What follows belongs to an exercise in optimizing a design on an open flow for small area; a production flow would make more cautious choices. In this exercise RTL edits were held to simulation tests only and were not proved equivalent to the original. No activity file was given, so power comes from the tool's default toggle rates.

[run.sh]
#!/bin/bash
# synth_recipe.tcl (not shown) runs the flow's synth.tcl, then flattens the netlist and writes it again
# the make line also repeats each setting of config.mk as NAME=value (left out here)
make -C /OpenROAD-flow-scripts/flow DESIGN_CONFIG=/design/flow/config.mk WORK_HOME=/design/flow/orfs CLKGATE_MAP_FILE= SYNTH_SCRIPT=/design/flow/synth_recipe.tcl finish
[config.mk]
export PLATFORM = sky130hd
export DESIGN_NAME = mmu_tx_regs_top
export DESIGN_NICKNAME = mmu_tx_regs_top
export VERILOG_FILES = /design/flow/design.v
export SDC_FILE = /design/flow/constraint.sdc
export NUM_CORES = 4
export LEC_CHECK = 0
export CAP_MARGIN = 20
export CORE_MARGIN = 2
export CORE_UTILIZATION = 40
export SLEW_MARGIN = 20
[constraint.sdc]
create_clock -name core_clock -period 4.0 [get_ports {clk_sys}]
set_input_delay 0.8000 -clock core_clock [delete_from_list [all_inputs] [get_ports {clk_sys}]]
set_output_delay 0.8000 -clock core_clock [all_outputs]
set_load 0.01 [all_outputs]
[design.v]
`default_nettype none
package mmu_tx_regs_pkg;
        localparam int addr_w = 24;
        localparam int data_w = 32;
        localparam int id_w = 12;
        localparam int off_w = 7;
        localparam int grp_lsb = off_w;
        localparam int zero_w = addr_w - id_w - 2 - off_w;
        localparam logic [id_w-1:0] mmu_tx_cm_id = 12'h001;
        localparam int ddr_num = 4;
        localparam int beat_w = 11;
        localparam logic [beat_w-1:0] beat_init = 11'h350;
        localparam int cnt_num = 14;
        localparam logic [off_w-1:0] cfg_off = 7'h00;
        localparam logic [off_w-1:0] err_off = 7'h00;
        localparam logic [off_w-1:0] sts_pkt_sta = 7'h00;
        localparam logic [off_w-1:0] sts_hacc_sn = 7'h01;
        localparam logic [off_w-1:0] sts_ddr_rsp_sn = 7'h0c;
        localparam logic [off_w-1:0] sts_seq_info = 7'h0d;
        localparam logic [off_w-1:0] sts_beat_bd = 7'h0e;
        typedef logic [data_w-1:0] reg_word_t;
        typedef logic [beat_w-1:0] beat_t;
        typedef enum logic [1:0] {
                grp_cfg = 2'd0,
                grp_err = 2'd1,
                grp_sts = 2'd2,
                grp_cnt = 2'd3
        } reg_group_e;
        typedef struct packed {
                logic rd;
                logic wr;
                logic [addr_w-1:0] addr;
                reg_word_t wdata;
        } cpu_req_t;
        typedef struct packed {
                reg_word_t pkt_sta;
                logic [10:0] hacc_sn;
                logic [10:0] ddr_rsp_sn;
                logic [2:0] seq_info;
                beat_t online_beat;
                logic [5:0] bd_sta;
        } tx_status_t;
        typedef struct packed {
                logic [ddr_num-1:0] rsp_ok;
                logic [ddr_num-1:0] send_ok;
                logic tx2rx_bd_wen;
                logic kernel_bd_wen;
                logic ddr_rsp;
                logic rxffc_wr;
                logic inq_fifo_rd;
                logic tx_cnt;
        } cnt_event_t;
        function automatic logic blk_match(input logic [addr_w-1:0] addr);
                blk_match = (addr[addr_w-1 -: id_w] == mmu_tx_cm_id) &&
                            (addr[grp_lsb+2 +: zero_w] == '0);
        endfunction
        function automatic reg_group_e addr_group(input logic [addr_w-1:0] addr);
                addr_group = reg_group_e'(addr[grp_lsb +: 2]);
        endfunction
        function automatic logic [off_w-1:0] addr_off(input logic [addr_w-1:0] addr);
                addr_off = addr[off_w-1:0];
        endfunction
endpackage
`default_nettype wire
`default_nettype none
`timescale 1ns/1ns
module mmu_tx_ctrl_regs (
        input  wire                                clk_sys,
        input  wire                                rst,
        input  wire mmu_tx_regs_pkg::cpu_req_t     cpu_req,
        input  wire mmu_tx_regs_pkg::tx_status_t   status,
        input  wire mmu_tx_regs_pkg::reg_word_t    err_flags,
        output mmu_tx_regs_pkg::beat_t             online_beat,
        output mmu_tx_regs_pkg::reg_word_t         ctrl_word,
        output mmu_tx_regs_pkg::reg_group_e        group_sel
);
        logic [mmu_tx_regs_pkg::off_w-1:0] off;
        mmu_tx_regs_pkg::reg_group_e grp;
        logic wr_hit;
        logic cfg_wr;
        logic err_wr;
        mmu_tx_regs_pkg::reg_word_t err_q;
        mmu_tx_regs_pkg::reg_word_t err_clr;
        mmu_tx_regs_pkg::reg_word_t sts_word;
        mmu_tx_regs_pkg::reg_word_t sel_word;
        assign off = mmu_tx_regs_pkg::addr_off(cpu_req.addr);
        assign grp = mmu_tx_regs_pkg::addr_group(cpu_req.addr);
        assign wr_hit = cpu_req.wr && mmu_tx_regs_pkg::blk_match(cpu_req.addr);
        assign cfg_wr = wr_hit && (grp == mmu_tx_regs_pkg::grp_cfg) &&
                        (off == mmu_tx_regs_pkg::cfg_off);
        assign err_wr = wr_hit && (grp == mmu_tx_regs_pkg::grp_err) &&
                        (off == mmu_tx_regs_pkg::err_off);
        assign err_clr = err_wr ? cpu_req.wdata : '0;
        always_ff @(posedge clk_sys or posedge rst) begin
                if (rst) begin
                        online_beat <= mmu_tx_regs_pkg::beat_init;
                end else if (cfg_wr) begin
                        online_beat <= cpu_req.wdata[mmu_tx_regs_pkg::beat_w-1:0];
                end
        end
        always_ff @(posedge clk_sys or posedge rst) begin
                if (rst) begin
                        err_q <= '0;
                end else begin
                        err_q <= (err_q & ~err_clr) | err_flags;
                end
        end
        always_comb begin
                case (off)
                        mmu_tx_regs_pkg::sts_pkt_sta:
                                sts_word = status.pkt_sta;
                        mmu_tx_regs_pkg::sts_hacc_sn:
                                sts_word = {21'd0, status.hacc_sn};
                        mmu_tx_regs_pkg::sts_ddr_rsp_sn:
                                sts_word = {21'd0, status.ddr_rsp_sn};
                        mmu_tx_regs_pkg::sts_seq_info:
                                sts_word = {29'd0, status.seq_info};
                        mmu_tx_regs_pkg::sts_beat_bd:
                                sts_word = {5'd0, status.online_beat, 10'd0, status.bd_sta};
                        default:
                                sts_word = '0;
                endcase
        end
        always_comb begin
                sel_word = '0;
                case (grp)
                        mmu_tx_regs_pkg::grp_cfg: begin
                                if (off == mmu_tx_regs_pkg::cfg_off) begin
                                        sel_word = mmu_tx_regs_pkg::reg_word_t'(online_beat);
                                end
                        end
                        mmu_tx_regs_pkg::grp_err: begin
                                if (off == mmu_tx_regs_pkg::err_off) begin
                                        sel_word = err_q;
                                end
                        end
                        mmu_tx_regs_pkg::grp_sts: begin
                                sel_word = sts_word;
                        end
                        default: begin
                                sel_word = '0;
                        end
                endcase
        end
        always_ff @(posedge clk_sys or posedge rst) begin
                if (rst) begin
                        group_sel <= mmu_tx_regs_pkg::grp_cfg;
                end else begin
                        group_sel <= grp;
                end
        end
        always_ff @(posedge clk_sys) begin
                ctrl_word <= sel_word;
        end
endmodule
`default_nettype wire
`default_nettype none
`timescale 1ns/1ns
module mmu_tx_cnt_bank (
        input  wire                                clk_sys,
        input  wire                                rst,
        input  wire mmu_tx_regs_pkg::cpu_req_t     cpu_req,
        input  wire mmu_tx_regs_pkg::cnt_event_t   events,
        input  wire                                cnt_clr,
        output mmu_tx_regs_pkg::reg_word_t         cnt_word
);
        localparam int cnt_num = mmu_tx_regs_pkg::cnt_num;
        logic [cnt_num-1:0] ev;
        logic [mmu_tx_regs_pkg::off_w-1:0] off;
        mmu_tx_regs_pkg::reg_word_t cnt_q [cnt_num];
        mmu_tx_regs_pkg::reg_word_t cnt_sel;
        logic cnt_wr;
        assign ev = events;
        assign off = mmu_tx_regs_pkg::addr_off(cpu_req.addr);
        assign cnt_wr = cpu_req.wr && mmu_tx_regs_pkg::blk_match(cpu_req.addr) &&
                        (mmu_tx_regs_pkg::addr_group(cpu_req.addr) == mmu_tx_regs_pkg::grp_cnt);
        always_ff @(posedge clk_sys or posedge rst) begin
                if (rst) begin
                        for (int i = 0; i < cnt_num; i++) begin
                                cnt_q[i] <= '0;
                        end
                end else if (cnt_clr) begin
                        for (int i = 0; i < cnt_num; i++) begin
                                cnt_q[i] <= '0;
                        end
                end else begin
                        for (int i = 0; i < cnt_num; i++) begin
                                if (cnt_wr && (int'(off) == i)) begin
                                        cnt_q[i] <= cpu_req.wdata;
                                end else if (ev[i]) begin
                                        cnt_q[i] <= cnt_q[i] + 1'b1;
                                end
                        end
                end
        end
        always_comb begin
                cnt_sel = '0;
                for (int i = 0; i < cnt_num; i++) begin
                        if (int'(off) == i) begin
                                cnt_sel = cnt_q[i];
                        end
                end
        end
        always_ff @(posedge clk_sys) begin
                cnt_word <= cnt_sel;
        end
endmodule
`default_nettype wire
`default_nettype none
`timescale 1ns/1ns
module mmu_tx_rd_mux (
        input  wire                                clk_sys,
        input  wire                                rst,
        input  wire mmu_tx_regs_pkg::cpu_req_t     cpu_req,
        input  wire mmu_tx_regs_pkg::reg_word_t    ctrl_word,
        input  wire mmu_tx_regs_pkg::reg_word_t    cnt_word,
        input  wire mmu_tx_regs_pkg::reg_group_e   group_sel,
        output mmu_tx_regs_pkg::reg_word_t         rd_data,
        output logic                               rd_valid
);
        logic rd_q;
        logic blk_q;
        always_ff @(posedge clk_sys or posedge rst) begin
                if (rst) begin
                        rd_q <= 1'b0;
                        blk_q <= 1'b0;
                end else begin
                        rd_q <= cpu_req.rd;
                        blk_q <= mmu_tx_regs_pkg::blk_match(cpu_req.addr);
                end
        end
        always_ff @(posedge clk_sys or posedge rst) begin
                if (rst) begin
                        rd_data <= '0;
                        rd_valid <= 1'b0;
                end else begin
                        rd_valid <= rd_q;
                        if (!blk_q) begin
                                rd_data <= '0;
                        end else if (group_sel == mmu_tx_regs_pkg::grp_cnt) begin
                                rd_data <= cnt_word;
                        end else begin
                                rd_data <= ctrl_word;
                        end
                end
        end
endmodule
`default_nettype wire
`default_nettype none
`timescale 1ns/1ns
module mmu_tx_regs (
        input  wire                                clk_sys,
        input  wire                                rst,
        input  wire mmu_tx_regs_pkg::cpu_req_t     cpu_req,
        input  wire mmu_tx_regs_pkg::tx_status_t   status,
        input  wire mmu_tx_regs_pkg::reg_word_t    err_flags,
        input  wire mmu_tx_regs_pkg::cnt_event_t   events,
        input  wire                                cnt_clr,
        output mmu_tx_regs_pkg::beat_t             online_beat,
        output mmu_tx_regs_pkg::reg_word_t         rd_data,
        output logic                               rd_valid
);
        mmu_tx_regs_pkg::reg_word_t ctrl_word;
        mmu_tx_regs_pkg::reg_word_t cnt_word;
        mmu_tx_regs_pkg::reg_group_e group_sel;
        mmu_tx_ctrl_regs ctrl_regs_i (
                .clk_sys     (clk_sys),
                .rst         (rst),
                .cpu_req     (cpu_req),
                .status      (status),
                .err_flags   (err_flags),
                .online_beat (online_beat),
                .ctrl_word   (ctrl_word),
                .group_sel   (group_sel)
        );
        mmu_tx_cnt_bank cnt_bank_i (
                .clk_sys  (clk_sys),
                .rst      (rst),
                .cpu_req  (cpu_req),
                .events   (events),
                .cnt_clr  (cnt_clr),
                .cnt_word (cnt_word)
        );
        mmu_tx_rd_mux rd_mux_i (
                .clk_sys   (clk_sys),
                .rst       (rst),
                .cpu_req   (cpu_req),
                .ctrl_word (ctrl_word),
                .cnt_word  (cnt_word),
                .group_sel (group_sel),
                .rd_data   (rd_data),
                .rd_valid  (rd_valid)
        );
endmodule
`default_nettype wire
`default_nettype none
`timescale 1ns/1ns
module mmu_tx_regs_top (
        input  wire         clk_sys,
        input  wire         rst,
        input  wire         cpu_rd,
        input  wire         cpu_wr,
        input  wire [23:0]  cpu_addr,
        input  wire [31:0]  cpu_wdata,
        input  wire [31:0]  sts_pkt_sta,
        input  wire [10:0]  sts_hacc_sn,
        input  wire [10:0]  sts_ddr_rsp_sn,
        input  wire [2:0]   sts_seq_info,
        input  wire [10:0]  sts_online_beat,
        input  wire [5:0]   sts_bd_sta,
        input  wire [31:0]  err_flags,
        input  wire [13:0]  events,
        input  wire         cnt_clr,
        output wire [10:0]  online_beat,
        output wire [31:0]  rd_data,
        output wire         rd_valid
);
        mmu_tx_regs_pkg::cpu_req_t cpu_req;
        mmu_tx_regs_pkg::tx_status_t status;
        mmu_tx_regs_pkg::cnt_event_t ev;
        assign cpu_req.rd = cpu_rd;
        assign cpu_req.wr = cpu_wr;
        assign cpu_req.addr = cpu_addr;
        assign cpu_req.wdata = cpu_wdata;
        assign status.pkt_sta = sts_pkt_sta;
        assign status.hacc_sn = sts_hacc_sn;
        assign status.ddr_rsp_sn = sts_ddr_rsp_sn;
        assign status.seq_info = sts_seq_info;
        assign status.online_beat = sts_online_beat;
        assign status.bd_sta = sts_bd_sta;
        assign ev = events;
        mmu_tx_regs regs_i (
                .clk_sys     (clk_sys),
                .rst         (rst),
                .cpu_req     (cpu_req),
                .status      (status),
                .err_flags   (err_flags),
                .events      (ev),
                .cnt_clr     (cnt_clr),
                .online_beat (online_beat),
                .rd_data     (rd_data),
                .rd_valid    (rd_valid)
        );
endmodule
`default_nettype wire
==> flow_metrics.env <==
export IMPL_synth_ff_latch_count=592
export IMPL_crit_chain="clkdlybuf4s50_1, or4b_1, nor2_1, nand3_1, o21ai_0, o21ai_1"
export IMPL_grt_util_all_layers=0.310
export IMPL_hp_class="register to register"
export IMPL_slowest_stage="or4b_1"
export IMPL_path_delay_family="simple AND/OR/NAND/NOR gates"
export IMPL_cts_made_buffers=70
export IMPL_outcome="timing/DRC/antenna clean"
export IMPL_tightest_slew_ns=1.10
export IMPL_stdcell_area_um2=41500
export IMPL_hold_start="regs_i.rd_mux_i.rd_q$_DFF_PP0_"
export IMPL_dieArea_um2=90900
export IMPL_core_um2=88100
export IMPL_grt_max_degree=110
export IMPL_synth_cell_types=80
export IMPL_synth_warnings=4
export IMPL_placed_area_um2=39100
export IMPL_ant_nets=0
export IMPL_cts_clk_slew_worst_paths_ns=0.07
export IMPL_cp_start_kind="primary input"
export IMPL_setup_slack_ns=0.814
export IMPL_drive_gt1_frac=0.102
export IMPL_ioPinCount=225
export IMPL_vias_per_cell=6.23
export IMPL_num_rows=109
export IMPL_cts_tree="built"
export IMPL_async_flop_share=0.892
export IMPL_grt_pass1_wl_mm=208
export IMPL_criticalPathCategory="primary input to register"
export IMPL_dp_slack_ns=0.268
export IMPL_critPathBufInv=1
export IMPL_yosysTopAreaCellShare=0.370
export IMPL_setup_viol=0
export IMPL_leakage_nw=15.6
export IMPL_clockRootBuffer="clkbuf_16"
export IMPL_min_delay_path_depth=0
export IMPL_max_freq_ghz=0.314
export IMPL_fillers=8412
export IMPL_critPathArrivalTime_ns=3.69
export IMPL_antenna_found_initial=9
export IMPL_rsz0062_at_grt="no"
export IMPL_reg2reg_depth=5
export IMPL_cts_hold_fix_buffers=0
export IMPL_die_h_um=301
export IMPL_first_pass_iters=6
export IMPL_cts_resized=0
export IMPL_clk_latency_ns=0.64
export IMPL_reg2reg_from="regs_i.cnt_bank_i.cnt_q[9][2]$_DFFE_PP0P_"
export IMPL_p_per_area_nw_per_um2=334
export IMPL_vias=32698
export IMPL_end_kind="register"
export IMPL_clockBufferDepth=3
export IMPL_r2r_slack_ns=1.21
export IMPL_die_x_um=301
export IMPL_mappedNetlistNets=4101
export IMPL_drc=0
export IMPL_wl_per_cell_um=27.2
export IMPL_gp_congestion=0.967
export IMPL_io_buffers=224
export IMPL_drv_cap=0
export IMPL_period_needed_ns=3.19
export IMPL_post_cts_buffers=0
export IMPL_start_util=0.402
export IMPL_hpwlAfterDp_mm=101
export IMPL_synth_edf_count=0
export IMPL_synth_main_ff_cell="dfrtp_1"
export IMPL_hold_end="regs_i.rd_mux_i.rd_valid$_DFF_PP0_"
export IMPL_drt_total_wl_mm=143
export IMPL_r2r_end="regs_i.cnt_bank_i.cnt_q[9][31]$_DFFE_PP0P_"
export IMPL_clkSinkCount=592
export IMPL_slew_headroom=0.266
export IMPL_drv_slew=0
export IMPL_syn_area_per_cell_um2=9.06
export IMPL_synthTopCellsByArea="dfrtp_1 37%, a211oi_1 9.2%, nor2_1 5.6%"
export IMPL_min_period_over_period=0.797
export IMPL_fin_skew_ns=0.0324
export IMPL_fin_hold_ws_ns=0.352
export IMPL_overflow=0
export IMPL_yosys_area_top_type="dfrtp_1"
export IMPL_fin_nets=4221
export IMPL_max_vdd_ir_drop_mv=0.281
export IMPL_critPathRequiredTime_ns=4.51
export IMPL_finalHoldViolCount=0
export IMPL_synthCells=3906
export IMPL_ys_seq_area_frac=0.410
export IMPL_syn_area_um2=35400
export IMPL_grt_pass1_vias=29983
export IMPL_drt_iter0_drc=4436
export IMPL_h_tree_depth=3
export IMPL_path_max_fanout=16
export IMPL_cpPeakStageDelay_ns=0.90
export IMPL_syn2layout_area_growth_pct=17.3
## worst max path at each step
| stage | slack (ns) | end | cells after the start | from |
|---|---|---|---|---|
| after floorplan | -3.97 | regs_i.cnt_bank_i.cnt_q[0][0]$_DFFE_PP0P_ | 1 | rst |
| after global routing | 0.68 | regs_i.cnt_bank_i.cnt_word[28]$_DFF_P_ | 6 | cpu_addr[6] |
| after global placement | 0.26 | regs_i.cnt_bank_i.cnt_word[28]$_DFF_P_ | 6 | cpu_addr[6] |
| after detailed placement | 0.27 | regs_i.cnt_bank_i.cnt_word[28]$_DFF_P_ | 6 | cpu_addr[6] |
| final | 0.81 | regs_i.cnt_bank_i.cnt_word[28]$_DFF_P_ | 6 | cpu_addr[6] |
| after CTS | 0.93 | regs_i.cnt_bank_i.cnt_word[28]$_DFF_P_ | 6 | cpu_addr[6] |
## kinds of logic after synthesis
kind of cell             synth area share
AO/OA/AOI/OAI                       0.171
buffers and inverters              0.0404
AND/OR/NAND/NOR                     0.215
XOR/XNOR                            0.107
multiplexers                       0.0516
flip-flops                          0.410
adder cells (fa/ha/maj)           0.00495
## sequential cells by signal, summed over array words and instances, names as in the netlist
signal                          flops
regs_i.cnt_bank_i.cnt_q           448
regs_i.rd_mux_i.rd_valid            1
regs_i.rd_mux_i.rd_data            32
regs_i.ctrl_regs_i.online_beat     11
regs_i.ctrl_regs_i.group_sel        2
regs_i.ctrl_regs_i.ctrl_word       32
regs_i.ctrl_regs_i.err_q           32
regs_i.rd_mux_i.rd_q                1
regs_i.cnt_bank_i.cnt_word         32
regs_i.rd_mux_i.blk_q               1
## metrics by stage
stage	cells	TNS, ns	total power [mW]	util
final	5252	0	13.9	0.471
after global routing	5250	0	14.2	0.471
after CTS	5248	0	13.9	0.471
after detailed placement	5119	0	7.27	0.444
after global placement	5119	0	7.27	0.444
after floorplan	3906	-2089.64	6.66	-
## worst reg2reg max path: stages, from the launching register on
cell and delay (ns):
dfrtp_1 0.60, nand4_2 0.30, or4_1 0.64, nor4_1 0.77, xnor2_1 0.12, a211oi_1 0.25
## synthesized netlist by cell type (45+ instances only)
library cell,instances
and3_1,90
nor2_1,532
dfrtp_1,524
xnor2_1,212
xor2_1,220
clkbuf_1,271
o22ai_1,61
a211oi_1,436
nor4_1,64
and4_1,50
nand4_1,180
a22oi_1,65
mux2_2,57
nand2_1,262
nand3_1,141
inv_1,45
nor3_1,86
dfxtp_1,64
## where the power goes
part	internal, mW	switching [mW]	total, mW
registers	6.02	0.0644	6.08
clock network	3.91	2.77	6.67
logic	0.358	0.742	1.10
## placed cells by master, fill, tap and decap left out, types with 18 or more instances in the layout
cell type / Yosys / final
nor4_1: 64 / 60
a21oi_1: 37 / 37
a221o_1: 18 / 18
a21boi_0: 36 / 36
o21ai_1: 40 / 39
nor3_1: 86 / 85
a221oi_1: 20 / 20
xnor2_1: 212 / 212
buf_4: 1 / 132
mux2_2: 57 / 57
o21ai_0: 40 / 40
nand2_1: 262 / 262
and3_1: 90 / 90
dfxtp_1: 64 / 64
mux4_2: 32 / 32
a211oi_1: 436 / 436
and4_1: 50 / 50
clkbuf_16: 0 / 70
nand3_1: 141 / 141
o22ai_1: 61 / 61
xor2_1: 220 / 220
inv_1: 45 / 44
mux2i_1: 34 / 34
dfrtp_1: 524 / 524
and2_1: 32 / 32
nand4_1: 180 / 180
clkdlybuf4s50_1: 0 / 208
a22oi_1: 65 / 65
a21o_1: 33 / 33
nor2_1: 532 / 530
## layout make-up
cell class / instances / area [um2] / share of cell area
multi-input combinational: 2944 / 19500 / 0.470
sequential: 592 / 14500 / 0.349
clock inverter: 26 / 330 / 0.00795
antenna: 4 / 10.0 / 0.000241
clock buffer: 103 / 2050 / 0.0493
inverter: 47 / 180 / 0.00434
tap: 1165 / 1460 / 0.0351
timing repair buffer: 371 / 3490 / 0.0841
## per-layer routing
metal	global-route usage	vias to the layer above	wire [um]
li1	-	14597	-
met1	0.471	16194	63300
met2	0.434	1681	58900
met3	0.0660	222	15700
met4	0.0954	4	4790
met5	0	-	26

[what the ideal ports hide]
The flow's constraints put no driver on any port. The routed layout listed below was extracted and timed again, unchanged, in two steps.
Step 1: set_driving_cell puts a clkbuf_16 on clk_sys and a buf_2 on each other input, an assumption about the parent block.
Step 2 also shifts input and output timing later by t, the mid clock arrival at the registers, as if the neighbouring blocks saw the same clock.
Three values: ideal, step 1, step 2; two values: the first two.
t, ns: 0.695
slack for setup (ns): 0.814 / 0.723 / 0.028
hold slack, ns: 0.352 / 0.352 / 0.352
clock arrival spread, ns: 0.037 / 0.037
slew at the worst register clock pin (ns): 0.07 / 0.07
After both steps this run still meets setup and hold. The setup slack of this run moves by -0.091 ns with the drivers and by -0.786 ns with both steps.
